From an optimization exercise on the open Yosys and OpenROAD flow, aimed at small area, a short achievable clock period and few clock cycles per item; shortcuts taken in it are not production practice. Where RTL was checked, it was by simulation tests only, not by an equivalence proof against the original. Power is estimated from default activity; no workload was simulated.

zinc:
Design hall_sensor_sector_decoder_top, start of the top module:
module hall_sensor_sector_decoder_top (
	input  logic               clk,
	input  logic               arst_n,
	input  logic               samples_valid,
	output logic               samples_ready,
	input  logic               samples_hall_a,
	input  logic               samples_hall_b,
	input  logic               samples_hall_c,
	input  logic [31:0]        samples_now_us,
	output logic               results_valid,
	input  logic               results_ready,
	output logic signed [3:0]  results_sector,
	output logic signed [31:0] results_electric_rotations,
	output logic signed [9:0]  results_angle_count,
	output logic signed [31:0] results_mech_turns,
	output logic               results_direction,
	output logic [31:0]        results_period_us,
	output logic [31:0]        results_edge_time_us,
	output logic               results_sequence_valid,
	input  logic               cfg_valid,
	output logic               cfg_ready,
	input  logic               cfg_sel,
	input  logic [31:0]        cfg_data
);
For scale: ~2100 cells after synthesis, ~210 flip-flops, about 220 I/O pins.
export LEC_CHECK = 0
export CAP_MARGIN = 20
export CORE_MARGIN = 2
export CORE_UTILIZATION = 40
export PLACE_DENSITY = 0.6
export SLEW_MARGIN = 20
create_clock -name core_clock -period 6.0 [get_ports {clk}]
run.sh (not shown) runs the stock make flow with config.mk's settings and CLKGATE_MAP_FILE= SYNTH_SCRIPT=/design/flow/synth_recipe.tcl, a recipe that flattens the netlist after the stock synthesis.
--- input diff zinc..quartz ---
Settings: putting SETUP_SLACK_MARGIN at 3.5 where nothing was set.
==> notes.md <==
Comparing quartz against zinc, there is no change at all in chip height. Comparing quartz and zinc, the higher count of inverters not on the clock network in the layout was measured on quartz. Delta (quartz minus zinc): internal power summed over all cells +about 40%; power has increased; synthesis-to-layout area growth increased by 39 points relative to the old numbers. On core utilization: between quartz and zinc, it ends up higher for quartz. Measured against each other, quartz and zinc differ in number of vias per cell after detailed routing, the higher figure coming from quartz.
Function was not checked in any run of this note: the RTL went through the layout flow alone.


hall_sensor_sector_decoder_top, a different RTL version from the one above (not shown whole).
For scale: ~2400 cells after synthesis, roughly 220 I/O pins, roughly 17000 um2 of cells after synthesis.
export LEC_CHECK = 0
export CAP_MARGIN = 20
export CORE_MARGIN = 2
export CORE_UTILIZATION = 55
export PLACE_DENSITY = 0.75
export SETUP_SLACK_MARGIN = 2.5
export SLEW_MARGIN = 20
create_clock -name core_clock -period 6.0 [get_ports {clk}]
standard.sh (not shown) runs the stock make flow with config.mk's settings and CLKGATE_MAP_FILE= SYNTH_SCRIPT=/design/flow/synth_recipe.tcl, a recipe that flattens the netlist after the stock synthesis.
==> flow/flow/run.sh <==
#!/bin/bash
# Layout flow: the standard synthesis, then its combinational logic remapped by ABC
# for delay (registers, their names and cell types untouched), then the standard
# layout from that netlist. Each tool's output goes to a log file here.
set -euo pipefail
R=orfs/results/${FLOW_PLATFORM}/hall_sensor_sector_decoder_top/base
YOSYS=${FLOW_HOME}/../tools/install/yosys/bin/yosys
LIB=${FLOW_HOME}/platforms/sky130hd/lib/sky130_fd_sc_hd__tt_025C_1v80.lib

bash standard.sh synth > synth.log 2>&1
cp $R/1_2_yosys.v standard_1_2_yosys.v

sed -e "s#@LIB@#$LIB#g" -e "s#@IN@#standard_1_2_yosys.v#g" -e "s#@OUT@#remapped.v#g" \
	-e "s#@SCRIPT@#$PWD/flow/delay.abc#g" -e "s#@TOP@#${FLOW_TOP}#g" flow/remap.ys > remap_run.ys
$YOSYS -l remap.log -q remap_run.ys > /dev/null 2>&1

cp remapped.v $R/1_2_yosys.v
rm -f $R/1_synth.odb $R/1_synth.sdc
bash standard.sh > layout.log 2>&1
Other scripts of this flow, unchanged in this note and not shown: flow/flow/delay.abc, flow/flow/remap.ys
The first run passed the timing, DRC and antenna checks.
Testbench counts at the start, summed over its fixed seeds: cycles 17,205, items 16,000.
==> next run, changes <==
Settings changed: SETUP_SLACK_MARGIN 2.5 to 2.75.
=>
- The changed run completed with no timing, DRC or antenna violations
- routed wire length came out higher by 2.6%
- core utilization came out higher by 2.2 points
- power came out higher by 3.5%
- final area came out higher by 3.4%
==> next run, changes <==
Settings changed: SETUP_SLACK_MARGIN 2.75 to 3.0.
=> The changed run passed the timing, DRC and antenna checks. Final area went up by 5.4%. Fmax rose by 5.5%. Via count goes up by 3.5%. Sequential share of layout area shrinks by 1.6 points. Synthesized cell count is unchanged. Clock-buffer cell count drops by 2. Synthesized area does not change. Die area is unchanged. Total power climbs by 4.6%.
==> next run, changes <==
Settings changed: CORE_UTILIZATION 55 to 65, PLACE_DENSITY 0.75 to 0.85, SETUP_SLACK_MARGIN 3.0 to 2.5.
Outcome: Design area came out lower by about 9%. Clock skew came out lower by 0.0064 ns. Count of clock-buffer cells in the layout came out higher by 3. Die area came out lower by about 15%. Power came out lower by 8.0%. Wire length came out lower by 4.8%.


## job 101
hall_sensor_sector_decoder_top, a different RTL version from the one above (not shown whole).
For scale: roughly 2,500 cells after synthesis, roughly 220 I/O pins, ~18,000 um^2 of cells after synthesis.
==> flow/config.mk <==
export PLATFORM = sky130hd
export DESIGN_NAME = hall_sensor_sector_decoder_top
export DESIGN_NICKNAME = hall_sensor_sector_decoder_top
export VERILOG_FILES = /design/flow/design.v
export SDC_FILE = /design/flow/constraint.sdc
export NUM_CORES = 4
export LEC_CHECK = 0
export CAP_MARGIN = 20
export CORE_MARGIN = 2
export CORE_UTILIZATION = 40
export PLACE_DENSITY = 0.6
export SETUP_SLACK_MARGIN = 3.0
export SLEW_MARGIN = 20
==> flow/constraint.sdc <==
create_clock -name core_clock -period 6.0 [get_ports {clk}]
set_input_delay 1.2000 -clock core_clock [delete_from_list [all_inputs] [get_ports {clk}]]
set_output_delay 1.2000 -clock core_clock [all_outputs]
set_load 0.01 [all_outputs]
==> flow/flow/delay.abc <==
strash
dch
map -D 2000
strash
dch
map -D 2000
topo
buffer -c
upsize -c
dnsize -c
==> flow/flow/remap.ys <==
# Re-map the standard synthesis's combinational cells with a delay-driven ABC script.
# Flip-flops and tie cells stay the instances the standard synthesis made.
read_liberty -ignore_miss_func @LIB@
read_verilog @IN@
hierarchy -top @TOP@
blackbox sky130_fd_sc_hd__*df* sky130_fd_sc_hd__*dl* sky130_fd_sc_hd__conb*
flatten
opt_clean -purge
abc -script @SCRIPT@ -D 2000 -liberty @LIB@ -dont_use sky130_fd_sc_hd__probe_p_8 -dont_use sky130_fd_sc_hd__probec_p_8 -dont_use sky130_fd_sc_hd__lpflow_bleeder_1 -dont_use sky130_fd_sc_hd__lpflow_clkbufkapwr_1 -dont_use sky130_fd_sc_hd__lpflow_clkbufkapwr_16 -dont_use sky130_fd_sc_hd__lpflow_clkbufkapwr_2 -dont_use sky130_fd_sc_hd__lpflow_clkbufkapwr_4 -dont_use sky130_fd_sc_hd__lpflow_clkbufkapwr_8 -dont_use sky130_fd_sc_hd__lpflow_clkinvkapwr_1 -dont_use sky130_fd_sc_hd__lpflow_clkinvkapwr_16 -dont_use sky130_fd_sc_hd__lpflow_clkinvkapwr_2 -dont_use sky130_fd_sc_hd__lpflow_clkinvkapwr_4 -dont_use sky130_fd_sc_hd__lpflow_clkinvkapwr_8 -dont_use sky130_fd_sc_hd__lpflow_decapkapwr_12 -dont_use sky130_fd_sc_hd__lpflow_decapkapwr_3 -dont_use sky130_fd_sc_hd__lpflow_decapkapwr_4 -dont_use sky130_fd_sc_hd__lpflow_decapkapwr_6 -dont_use sky130_fd_sc_hd__lpflow_decapkapwr_8 -dont_use sky130_fd_sc_hd__lpflow_inputiso0n_1 -dont_use sky130_fd_sc_hd__lpflow_inputiso0p_1 -dont_use sky130_fd_sc_hd__lpflow_inputiso1n_1 -dont_use sky130_fd_sc_hd__lpflow_inputiso1p_1 -dont_use sky130_fd_sc_hd__lpflow_inputisolatch_1 -dont_use sky130_fd_sc_hd__lpflow_isobufsrc_1 -dont_use sky130_fd_sc_hd__lpflow_isobufsrc_16 -dont_use sky130_fd_sc_hd__lpflow_isobufsrc_2 -dont_use sky130_fd_sc_hd__lpflow_isobufsrc_4 -dont_use sky130_fd_sc_hd__lpflow_isobufsrc_8 -dont_use sky130_fd_sc_hd__lpflow_isobufsrckapwr_16 -dont_use sky130_fd_sc_hd__lpflow_lsbuf_lh_hl_isowell_tap_1 -dont_use sky130_fd_sc_hd__lpflow_lsbuf_lh_hl_isowell_tap_2 -dont_use sky130_fd_sc_hd__lpflow_lsbuf_lh_hl_isowell_tap_4 -dont_use sky130_fd_sc_hd__lpflow_lsbuf_lh_isowell_4 -dont_use sky130_fd_sc_hd__lpflow_lsbuf_lh_isowell_tap_1 -dont_use sky130_fd_sc_hd__lpflow_lsbuf_lh_isowell_tap_2 -dont_use sky130_fd_sc_hd__lpflow_lsbuf_lh_isowell_tap_4 
opt_clean -purge
hilomap -singleton -hicell sky130_fd_sc_hd__conb_1 HI -locell sky130_fd_sc_hd__conb_1 LO
splitnets
opt_clean -purge
insbuf -buf sky130_fd_sc_hd__buf_4 A X
check
tee -o remap_stat.txt stat -liberty @LIB@
write_verilog -noattr -nohex -nodec @OUT@
Scripts as last shown in full above: flow/flow/run.sh
Testbench counts of job 101, summed over its fixed seeds: cycles 16,693, items 16,000.
Input changes introduced in job 102 (baseline for comparison: job 101):
Settings: a change of SETUP_SLACK_MARGIN from 3.0 to 2.5.
### Flow results
- Job 102 finished all stages; the layout is clean.
- Job 101 finished every step from synthesis to the final layout, and the layout passed the timing, DRC and antenna checks.
- Sort job 102 and job 101 by total via count after detailed routing, descending, and job 101 comes first.
- Fmax: job 102 below job 101
- Between job 102 and job 101, share of cells above drive strength 1 is higher for job 101, job 102 comes in under that.
- Delta(routed wire length on met2, job 102 - job 101) < 0
- Summary of job 102 over job 101: design area went down, largest voltage drop on the vdd net went up.
- Job 102 and job 101 ended up with nearly the same cell total after placement.
- Job 102: max-slew headroom at the worst pin lower than job 101
- Number of fillers in the final layout was higher in the run labelled job 102.
- Going from job 101 to job 102, worst setup slack decreased by 0.076 ns relative to the old numbers, cell area after placement now sits lower.


== the reference run ==
hall_sensor_sector_decoder_top, a different RTL version from the one above (not shown whole).
Size: roughly 18000 um^2 of cells after synthesis.
export LEC_CHECK = 0
export CAP_MARGIN = 20
export CORE_MARGIN = 2
export CORE_UTILIZATION = 40
export PLACE_DENSITY = 0.6
export SETUP_SLACK_MARGIN = 3.0
export SLEW_MARGIN = 20
create_clock -name core_clock -period 6.0 [get_ports {clk}]
Scripts as last shown in full above: flow/flow/run.sh, flow/flow/delay.abc, flow/flow/remap.ys
diff inputs: the reference run => the trial run
--- a/flow/config.mk
+++ b/flow/config.mk
@@ -12 +12 @@
-export SETUP_SLACK_MARGIN = 3.0
+export SETUP_SLACK_MARGIN = 2.5
Post-route non-filler standard cell count was higher in the run labelled the reference run.
Relative to the reference run, the count of nets after finishing measured on the trial run has decreased by a little under 10%.
The trial run consumes less power than the reference run does.
The reference run → the trial run: final cycle utilization of the critical path up 2.3 points, setup slack down 0.14 ns, layout-stage area growth over the synthesis result down 16 points, internal portion of total power down 10%.
No functional check of the RTL was part of any run of this note.

-- afterwards: timing with drivers on the ports --
The results above use ideal ports. As a check the final layouts listed here were re-extracted and re-timed, cells and wires unchanged. Step 1: set_driving_cell puts a clkbuf_16 on clk and a buf_2 on each other input, an assumption about the parent block. Step 2 also shifts input and output timing later by t, the mid clock arrival at the registers, as if the neighbouring blocks saw the same clock. Slacks: no drivers / after step 1 / after step 2; pairs: no drivers / after step 1.
run | shift t [ns] | setup WS [ns] | clock arrival spread, ns | slew at the worst register clock pin (ns) | worst data-port slew with drivers (ns)
zinc | 0.632 | 0.959 / 0.959 / 0.959 | 0.022 / 0.022 | 0.06 / 0.06 | 0.07
quartz | 0.624 | 2.259 / 2.259 / 2.046 | 0.020 / 0.020 | 0.06 / 0.06 | 0.08
the first run of note 2 | 0.595 | 2.442 / 2.411 / 1.964 | 0.025 / 0.025 | 0.07 / 0.07 | 0.07
the second run of note 2 | 0.599 | 2.778 / 2.725 / 2.250 | 0.016 / 0.016 | 0.07 / 0.07 | 0.08
the third run of note 2 | 0.595 | 2.946 / 2.911 / 2.518 | 0.024 / 0.023 | 0.07 / 0.07 | 0.07
the fourth run of note 2 | 0.595 | 2.526 / 2.530 / 1.948 | 0.017 / 0.017 | 0.07 / 0.07 | 0.08
job 101 | 0.655 | 2.298 / 2.298 / 2.298 | 0.029 / 0.029 | 0.07 / 0.07 | 0.09
job 102 | 0.621 | 2.222 / 2.222 / 1.956 | 0.020 / 0.021 | 0.06 / 0.06 | 0.11
the reference run | 0.633 | 2.665 / 2.665 / 2.425 | 0.023 / 0.023 | 0.07 / 0.07 | 0.08
the trial run | 0.647 | 2.525 / 2.525 / 2.139 | 0.057 / 0.057 | 0.06 / 0.06 | 0.08
After both steps every run listed still meets setup and hold. The setup slack of the fourth run of note 2, which loses most, moves by +0.004 ns with the drivers and by -0.578 ns with both steps.
